What follows belongs to an exercise in optimizing a design on an open flow for small area, a short achievable clock period and few clock cycles; a production flow would make more cautious choices. Function was checked by simulation only, so behaviour that the tests miss may differ from the original. Power figures rest on the tool's default switching activity, not on a simulated workload.

[flow/run.sh]
#!/bin/bash
# synth_recipe.tcl (not shown) runs the flow's synth.tcl, then flattens the netlist and writes it again
# the make line also repeats each setting of config.mk as NAME=value (left out here)
make -C /OpenROAD-flow-scripts/flow DESIGN_CONFIG=/design/flow/config.mk WORK_HOME=/design/flow/orfs CLKGATE_MAP_FILE= SYNTH_SCRIPT=/design/flow/synth_recipe.tcl finish
[flow/config.mk]
export PLATFORM = sky130hd
export DESIGN_NAME = calc_core
export DESIGN_NICKNAME = calc_core
export VERILOG_FILES = /design/flow/design.v
export SDC_FILE = /design/flow/constraint.sdc
export NUM_CORES = 4
export LEC_CHECK = 0
export CAP_MARGIN = 40
export CORE_MARGIN = 2
export CORE_UTILIZATION = 40
export SLEW_MARGIN = 20
[flow/constraint.sdc]
create_clock -name core_clock -period 8.0 [get_ports {clk}]
set_input_delay 1.6000 -clock core_clock [delete_from_list [all_inputs] [get_ports {clk}]]
set_output_delay 1.6000 -clock core_clock [all_outputs]
set_load 0.01 [all_outputs]
[flow/design.v]
module calc_core #(
  parameter  int WIDTH = 32,
  localparam int NIB   = WIDTH / 4,
  localparam int SHW   = $clog2(WIDTH)
) (
  input  logic               clk,
  input  logic               rst,
  input  logic [NIB-1:0]     inc_pulse,
  input  logic               dec,
  input  logic               sel,
  input  logic [3:0]         op,
  input  logic               start,
  output logic               busy,
  output logic               done,
  output logic [WIDTH-1:0]   opa,
  output logic [WIDTH-1:0]   opb,
  output logic [2*WIDTH-1:0] result,
  output logic [2*WIDTH-1:0] last_result,
  output logic               zf,
  output logic               sf,
  output logic               cf,
  output logic               of,
  output logic               err
);
  localparam int W2 = 2 * WIDTH;
  typedef enum logic [1:0] {S_IDLE, S_MUL, S_DIV} state_t;
  state_t           state_q, state_d;
  logic [SHW-1:0]   cnt_q, cnt_d;
  logic [W2-1:0]    p_q, p_d;
  logic [W2-1:0]    res_q, res_d, last_q, last_d;
  logic [WIDTH-1:0] opa_q, opa_d, opb_q, opb_d;
  logic             zf_q, zf_d, sf_q, sf_d, cf_q, cf_d;
  logic             of_q, of_d, err_q, err_d, done_q, done_d;
  logic [WIDTH:0]   add_w, sub_w, madd, dshl, ddif;
  logic [WIDTH-1:0] src, sra_w, mcand, ed;
  logic [SHW-1:0]   sh;
  logic [W2-1:0]    rot_w, alu_r, mstep, prod_n, dstep;
  logic             alu_cf, alu_of, dge, dz;
  logic             fin, fin_sf, fin_cf, fin_of, fin_err;
  logic [W2-1:0]    fin_r;
  function automatic logic [W2-1:0] zx(input logic [WIDTH-1:0] v);
    zx = {{WIDTH{1'b0}}, v};
  endfunction
  always_comb begin
    sh     = opb_q[SHW-1:0];
    src    = res_q[WIDTH-1:0];
    add_w  = {1'b0, opa_q} + {1'b0, opb_q};
    sub_w  = {1'b0, opa_q} + {1'b0, ~opb_q} + {{WIDTH{1'b0}}, 1'b1};
    sra_w  = $signed(src) >>> sh;
    rot_w  = {src, src} << sh;
    alu_r  = '0;
    alu_cf = 1'b0;
    alu_of = 1'b0;
    unique case (op)
      4'h0: begin
        alu_r  = zx(add_w[WIDTH-1:0]);
        alu_cf = add_w[WIDTH];
        alu_of = (opa_q[WIDTH-1] == opb_q[WIDTH-1]) &&
                 (add_w[WIDTH-1] != opa_q[WIDTH-1]);
      end
      4'h1: begin
        alu_r  = zx(sub_w[WIDTH-1:0]);
        alu_cf = sub_w[WIDTH];
        alu_of = (opa_q[WIDTH-1] != opb_q[WIDTH-1]) &&
                 (sub_w[WIDTH-1] != opa_q[WIDTH-1]);
      end
      4'h4: alu_r = zx(opa_q & opb_q);
      4'h5: alu_r = zx(opa_q | opb_q);
      4'h6: alu_r = zx(~(opa_q | opb_q));
      4'h7: alu_r = zx(~opa_q);
      4'h8: alu_r = zx({{(WIDTH-1){1'b0}},
                        $signed(opa_q) < $signed(opb_q)});
      4'h9: alu_r = zx({{(WIDTH-1){1'b0}}, opa_q < opb_q});
      4'hA: alu_r = zx(src << sh);
      4'hB: alu_r = zx(src >> sh);
      4'hC: alu_r = zx(sra_w);
      4'hD: alu_r = zx(rot_w[W2-1:WIDTH]);
      4'hE: alu_r = zx(opa_q);
      default: alu_r = '0;
    endcase
  end
  always_comb begin
    mcand  = opa_q;
    madd   = {1'b0, p_q[W2-1:WIDTH]} + (p_q[0] ? {1'b0, mcand} : '0);
    mstep  = {madd, p_q[WIDTH-1:1]};
    prod_n = mstep;
    dshl   = {p_q[W2-1:WIDTH], p_q[WIDTH-1]};
    ddif   = dshl - {1'b0, opb_q};
    dge    = ~ddif[WIDTH];
    dstep  = {dge ? ddif[WIDTH-1:0] : dshl[WIDTH-1:0],
              p_q[WIDTH-2:0], dge};
  end
  always_comb begin
    state_d = state_q;
    cnt_d   = cnt_q;
    p_d     = p_q;
    opa_d   = opa_q;
    opb_d   = opb_q;
    res_d   = res_q;
    last_d  = last_q;
    zf_d    = zf_q;
    sf_d    = sf_q;
    cf_d    = cf_q;
    of_d    = of_q;
    err_d   = err_q;
    done_d  = 1'b0;
    fin     = 1'b0;
    fin_r   = res_q;
    fin_sf  = 1'b0;
    fin_cf  = 1'b0;
    fin_of  = 1'b0;
    fin_err = 1'b0;
    ed      = sel ? opb_q : opa_q;
    dz      = (opb_q == '0);
    unique case (state_q)
      S_IDLE: begin
        if (start) begin
          unique case (1'b1)
            op == 4'h2: begin
              state_d = S_MUL;
              cnt_d   = '0;
              p_d     = zx(opb_q);
            end
            op == 4'h3 && !dz: begin
              state_d = S_DIV;
              cnt_d   = '0;
              p_d     = zx(opa_q);
            end
            op == 4'h3 && dz: begin
              fin     = 1'b1;
              fin_r   = {{WIDTH{1'b1}}, opa_q};
              fin_sf  = opa_q[WIDTH-1];
              fin_err = 1'b1;
            end
            op == 4'hF: begin
              done_d = 1'b1;
              err_d  = 1'b1;
            end
            default: begin
              fin    = 1'b1;
              fin_r  = alu_r;
              fin_sf = alu_r[WIDTH-1];
              fin_cf = alu_cf;
              fin_of = alu_of;
            end
          endcase
        end else begin
          for (int i = 0; i < NIB; i++) begin
            if (inc_pulse[i]) begin
              ed[4*i +: 4] = dec ? ed[4*i +: 4] - 4'd1
                                 : ed[4*i +: 4] + 4'd1;
            end
          end
          if (sel) opb_d = ed;
          else     opa_d = ed;
        end
      end
      S_MUL: begin
        p_d   = mstep;
        cnt_d = cnt_q + SHW'(1);
        if (cnt_q == SHW'(WIDTH - 1)) begin
          state_d = S_IDLE;
          fin     = 1'b1;
          fin_r   = prod_n;
          fin_sf  = prod_n[W2-1];
        end
      end
      S_DIV: begin
        p_d   = dstep;
        cnt_d = cnt_q + SHW'(1);
        if (cnt_q == SHW'(WIDTH - 1)) begin
          state_d = S_IDLE;
          fin     = 1'b1;
          fin_r   = {dstep[WIDTH-1:0], dstep[W2-1:WIDTH]};
          fin_sf  = dstep[W2-1];
        end
      end
      default: state_d = S_IDLE;
    endcase
    if (fin) begin
      done_d = 1'b1;
      last_d = res_q;
      res_d  = fin_r;
      zf_d   = (fin_r == '0);
      sf_d   = fin_sf;
      cf_d   = fin_cf;
      of_d   = fin_of;
      err_d  = fin_err;
    end
  end
  always_ff @(posedge clk or posedge rst) begin
    if (rst) begin
      state_q <= S_IDLE;
      cnt_q   <= '0;
      p_q     <= '0;
      opa_q   <= '0;
      opb_q   <= '0;
      res_q   <= '0;
      last_q  <= '0;
      zf_q    <= 1'b0;
      sf_q    <= 1'b0;
      cf_q    <= 1'b0;
      of_q    <= 1'b0;
      err_q   <= 1'b0;
      done_q  <= 1'b0;
    end else begin
      state_q <= state_d;
      cnt_q   <= cnt_d;
      p_q     <= p_d;
      opa_q   <= opa_d;
      opb_q   <= opb_d;
      res_q   <= res_d;
      last_q  <= last_d;
      zf_q    <= zf_d;
      sf_q    <= sf_d;
      cf_q    <= cf_d;
      of_q    <= of_d;
      err_q   <= err_d;
      done_q  <= done_d;
    end
  end
  assign busy        = (state_q != S_IDLE);
  assign done        = done_q;
  assign opa         = opa_q;
  assign opb         = opb_q;
  assign result      = res_q;
  assign last_result = last_q;
  assign zf          = zf_q;
  assign sf          = sf_q;
  assign cf          = cf_q;
  assign of          = of_q;
  assign err         = err_q;
endmodule
==> key figures <==
Run status
  – Status: timing/DRC/antenna clean

Routing
  – Drt first-iter violations: 5569
  – Routed length per instance: 36.10 um
  – Post-route ant nets: 0
  – DRC Markers: 0
  – Router iterations before antenna repair: 9
  – Via count: 36430
  – Routed WL: 188.5 mm
  – Vias/cell: 6.975

GRT
  – Vias in the first global route: 32940
  – Met3 Resource Use GR: 14.32%
  – First-pass GRT wire length: 260.7 mm
  – Largest net degree at the start of global routing: 103
  – Global route total overflow: 0
  – Gr busiest metal: met2
  – Met2 Usage GRT: 65.65%
  – Gr usage total: 46.02%
  – Initial antenna violation count: 19
  – Met1 global-route usage: 59.63%

Pwr
  – Pwr/cell area: 528.8 nW/um2
  – Max IR drop VDD: 0.0002851 V
  – Pleak: 0.01506 uW
  – Pwr Total: 19010 uW

Clocking
  – Longest Clk Path Bufs: 3
  – Clk slew on worst S/H paths: 0.07 ns
  – Num CTS Buffers: 35
  – Clock sink count: 269
  – Setup Buffers After CTS: 0
  – H-tree levels: 2
  – CTS tree: done
  – Root buf cell: clkbuf_16
  – Skew-Pair Late Insertion Delay: 0.60 ns
  – Hold-fix buffers at CTS: 0
  – PostCTS Resize Cnt: 0

Cells and area
  – Non-Filler Instances: 5223
  – Final #Nets: 4363
  – Area Overhead vs Synth: 16.00%
  – Final core occ: 46.63%
  – Fraction of layout cells with a size suffix above 1: 9.818%

Timing
  – Fmax: 154.4 MHz
  – Final Slew Violations: 0
  – Rel. slew slack: 31.24%
  – Worst slew pin tran: 1.031 ns
  – Final min period: 6.477 ns
  – Final Hold Violating Endpoints: 0
  – Final setup viols: 0
  – Fin crit share: 80.96%
  – RSZ-0062 raised after global routing: false
  – Setup ws final: 1.523 ns
  – Setup Total Neg Slack: 0 ns
  – Clock Skews: 0.03751 ns

Synth
  – Post-synth EDFFs: 0
  – Syn avg cell area: 7.630 um2
  – Ys async rst share: 100.0%
  – Synth Warn #: 1
  – Main synth FF type: dfrtp_1
  – Post-Syn Area: 30980 um2
  – Cell variety after synth: 93
  – Synthesis-stage register bit count: 269
  – Synth Instances: 4061
  – Post-Syn Nets: 4273
  – Sequential area share after synthesis: 21.73%

Floorplanning
  – Initial Utilization: 40.20%
  – Cell row count: 102
  – Die X: 282.3 um
  – Die area: 79700 um2
  – # IOs: 216
  – Core area: 77080 um2
  – Die Ht: 282.3 um

Place
  – IO Port Bufs: 215
  – GP Congestion: 1.103
  – Setup WS pre-CTS: 1.248 ns
  – HPWL Detailed: 141.9 mm
  – Dpl cells: 5146

Min path
  – Worst hold path class: flip-flop to flip-flop
  – WHS Path Cells: 2

Worst setup path
  – Startpoint types: primary input
  – Critical path class: primary input to flip-flop
  – Crit-path max FO: 13
  – Worst Path Arrival: 6.97 ns
  – Critical Path, Cell by Cell: clkdlybuf4s50_1, buf_4, inv_1, buf_4, a21oi_1, nor4b_1, nand4_1, o22ai_1, o21ai_0, nor2_1, a221oi_1, nor4_1, nand4_1, and4b_1, nand4_1, o41ai_2
  – CP Data Required Time: 8.49 ns
  – Max incr delay on CP: 0.81 ns
  – Critical path endpoint category: flip-flop
  – CP dominant cell by count: nand4_1
  – Worst path slowest cell: nor4b_1
  – Reg2reg path depth: 16

Job
  – Max_cap viols: 0
==> routing by layer <==
metal | vias to the layer above | part of all wire [%]
li1 | 15190 | -
met1 | 17750 | 39
met2 | 2827 | 41
met3 | 643 | 12
met4 | 22 | 8.2
met5 | - | 0.079
==> report_power, final <==
part	leakage (uW)	switching [uW]	internal [uW]
logic	0.0110	9120	4780
clock network	0.000610	720	1080
registers	0.00348	1410	1900
total	0.0151	11200	7760
==> synthesized netlist by cell type (34+ instances only) <==
library cell | count | share of area [%]
xnor2_1 | 93 | 2.6
o22ai_1 | 40 | 0.81
nor3_1 | 96 | 1.6
a221oi_1 | 77 | 2.2
nor2_1 | 315 | 3.8
dfrtp_1 | 269 | 22
mux2_2 | 41 | 1.5
a21o_1 | 52 | 1.3
a22oi_1 | 39 | 0.94
mux2i_1 | 112 | 3.6
a31oi_1 | 40 | 0.81
clkbuf_1 | 273 | 3.3
o211ai_1 | 36 | 0.87
o21a_1 | 38 | 0.92
buf_1 | 34 | 0.41
nand3_1 | 60 | 0.97
inv_1 | 130 | 1.6
mux4_2 | 78 | 5.7
a211oi_1 | 67 | 1.6
nand2b_1 | 35 | 0.71
nand2_1 | 647 | 7.8
o21ai_0 | 325 | 5.2
a21oi_1 | 298 | 4.8
and2_1 | 63 | 1.3
ha_1 | 183 | 7.4
==> logic make-up after synthesis <==
| kind of cell | count (synthesis) | synth area share (%) |
|---|---|---|
| mux | 231 | 10.78 |
| fa+ha+maj | 195 | 8.165 |
| xor+xnor | 123 | 3.477 |
| compound gates | 1356 | 29.18 |
| simple gates | 1417 | 20.86 |
| buf+inv | 470 | 5.815 |
| flops | 269 | 21.73 |
==> final timing paths <==
| kind | endpoint | slack [ns] | start |
|---|---|---|---|
| min reg2reg | last_q[24] | 0.47 | last_q[24] |
| max | zf_q | 1.52 | op[2] |
| max reg2reg | zf_q | 1.70 | opb_q[3] |
| max in group asynchronous | p_q[20] | 4.89 | rst |
| min in group asynchronous | opa_q[3] | 1.38 | rst |
| min | last_q[24] | 0.47 | last_q[24] |
==> cell type report <==
| type | instances | area [um2] |
|---|---|---|
| repair buffers | 388 | 3587 |
| multi-input cells | 3322 | 22520 |
| clock inverters | 16 | 305.3 |
| diodes | 7 | 17.52 |
| fillers | 7787 | 41140 |
| inverters | 135 | 510.5 |
| well taps | 1040 | 1301 |
| clock buffers | 46 | 957.2 |
| flip-flops and latches | 269 | 6748 |
==> registers in the layout, summed over array words and instances (netlist names) <==
register  flops
done_q        1
opa_q        32
last_q       64
zf_q          1
state_q       2
cf_q          1
cnt_q         5
opb_q        32
res_q        64
of_q          1
sf_q          1
err_q         1
p_q          64
==> cell usage in the layout (no fill, tap or decap), types with 17 or more instances in the layout <==
cell             count
a2111oi_0           18
a211oi_1            67
a21boi_0            18
a21o_1              52
a21oi_1            297
a221o_1             26
a221oi_1            77
a22o_1              33
a22oi_1             39
a31oi_1             40
and2_1              62
and3_1              22
buf_4              145
clkbuf_16           35
clkdlybuf4s50_1    212
dfrtp_1            264
ha_1               180
inv_1              127
mux2_2              41
mux2i_1            112
mux4_2              78
nand2_1            646
nand2b_1            35
nand3_1             60
nand4_1             33
nor2_1             311
nor2b_1             24
nor3_1              96
nor4_1              26
o2111ai_1           19
o211ai_1            36
o21a_1              38
o21ai_0            324
o21bai_1            23
o221ai_1            23
o22ai_1             40
o31ai_1             33
or3_1               17
xnor2_1             93
xor2_1              30
==> through the flow <==
stage                     hold slack (ns)  instance area, um2
after global placement             0.4575               34270
after detailed placement           0.4622               34610
final                              0.4711               35940
after floorplan                    0.4723               30990
after global routing               0.4988               35930
after CTS                          0.4765               35870
==> critical path: cells and delay by family <==
kind,cells,cell delay [ns]
AND/OR/NAND/NOR,7,2.20
buffers and inverters,4,1.78
AO/OA/AOI/OAI,5,1.36
Testbench counts, summed over its fixed seeds: cycles 78,129.

[separate check: timing with driven ports]
The flow's constraints put no driver on any port. The routed layout listed below was extracted and timed again, unchanged, in two steps. Step 1, drivers: a clkbuf_16 drives clk and a buf_2 each remaining input, both assumed. Step 2 adds t to the input delays and takes it off the output delays; t is the mean of the earliest and latest rising clock arrival at the registers after step 1. Input paths then give back, and output paths get back, about the clock's delay inside the block. Slacks: ideal ports / drivers / drivers and shift; pairs: ideal ports / drivers.
shift t [ns]: 0.655
slack for setup (ns): 1.523 / 1.563 / 0.908
latest minus earliest clock arrival (ns): 0.037 / 0.037
slew at the worst register clock pin (ns): 0.07 / 0.07
After both steps this run still meets setup and hold. The setup slack of this run moves by +0.040 ns with the drivers and by -0.615 ns with both steps.
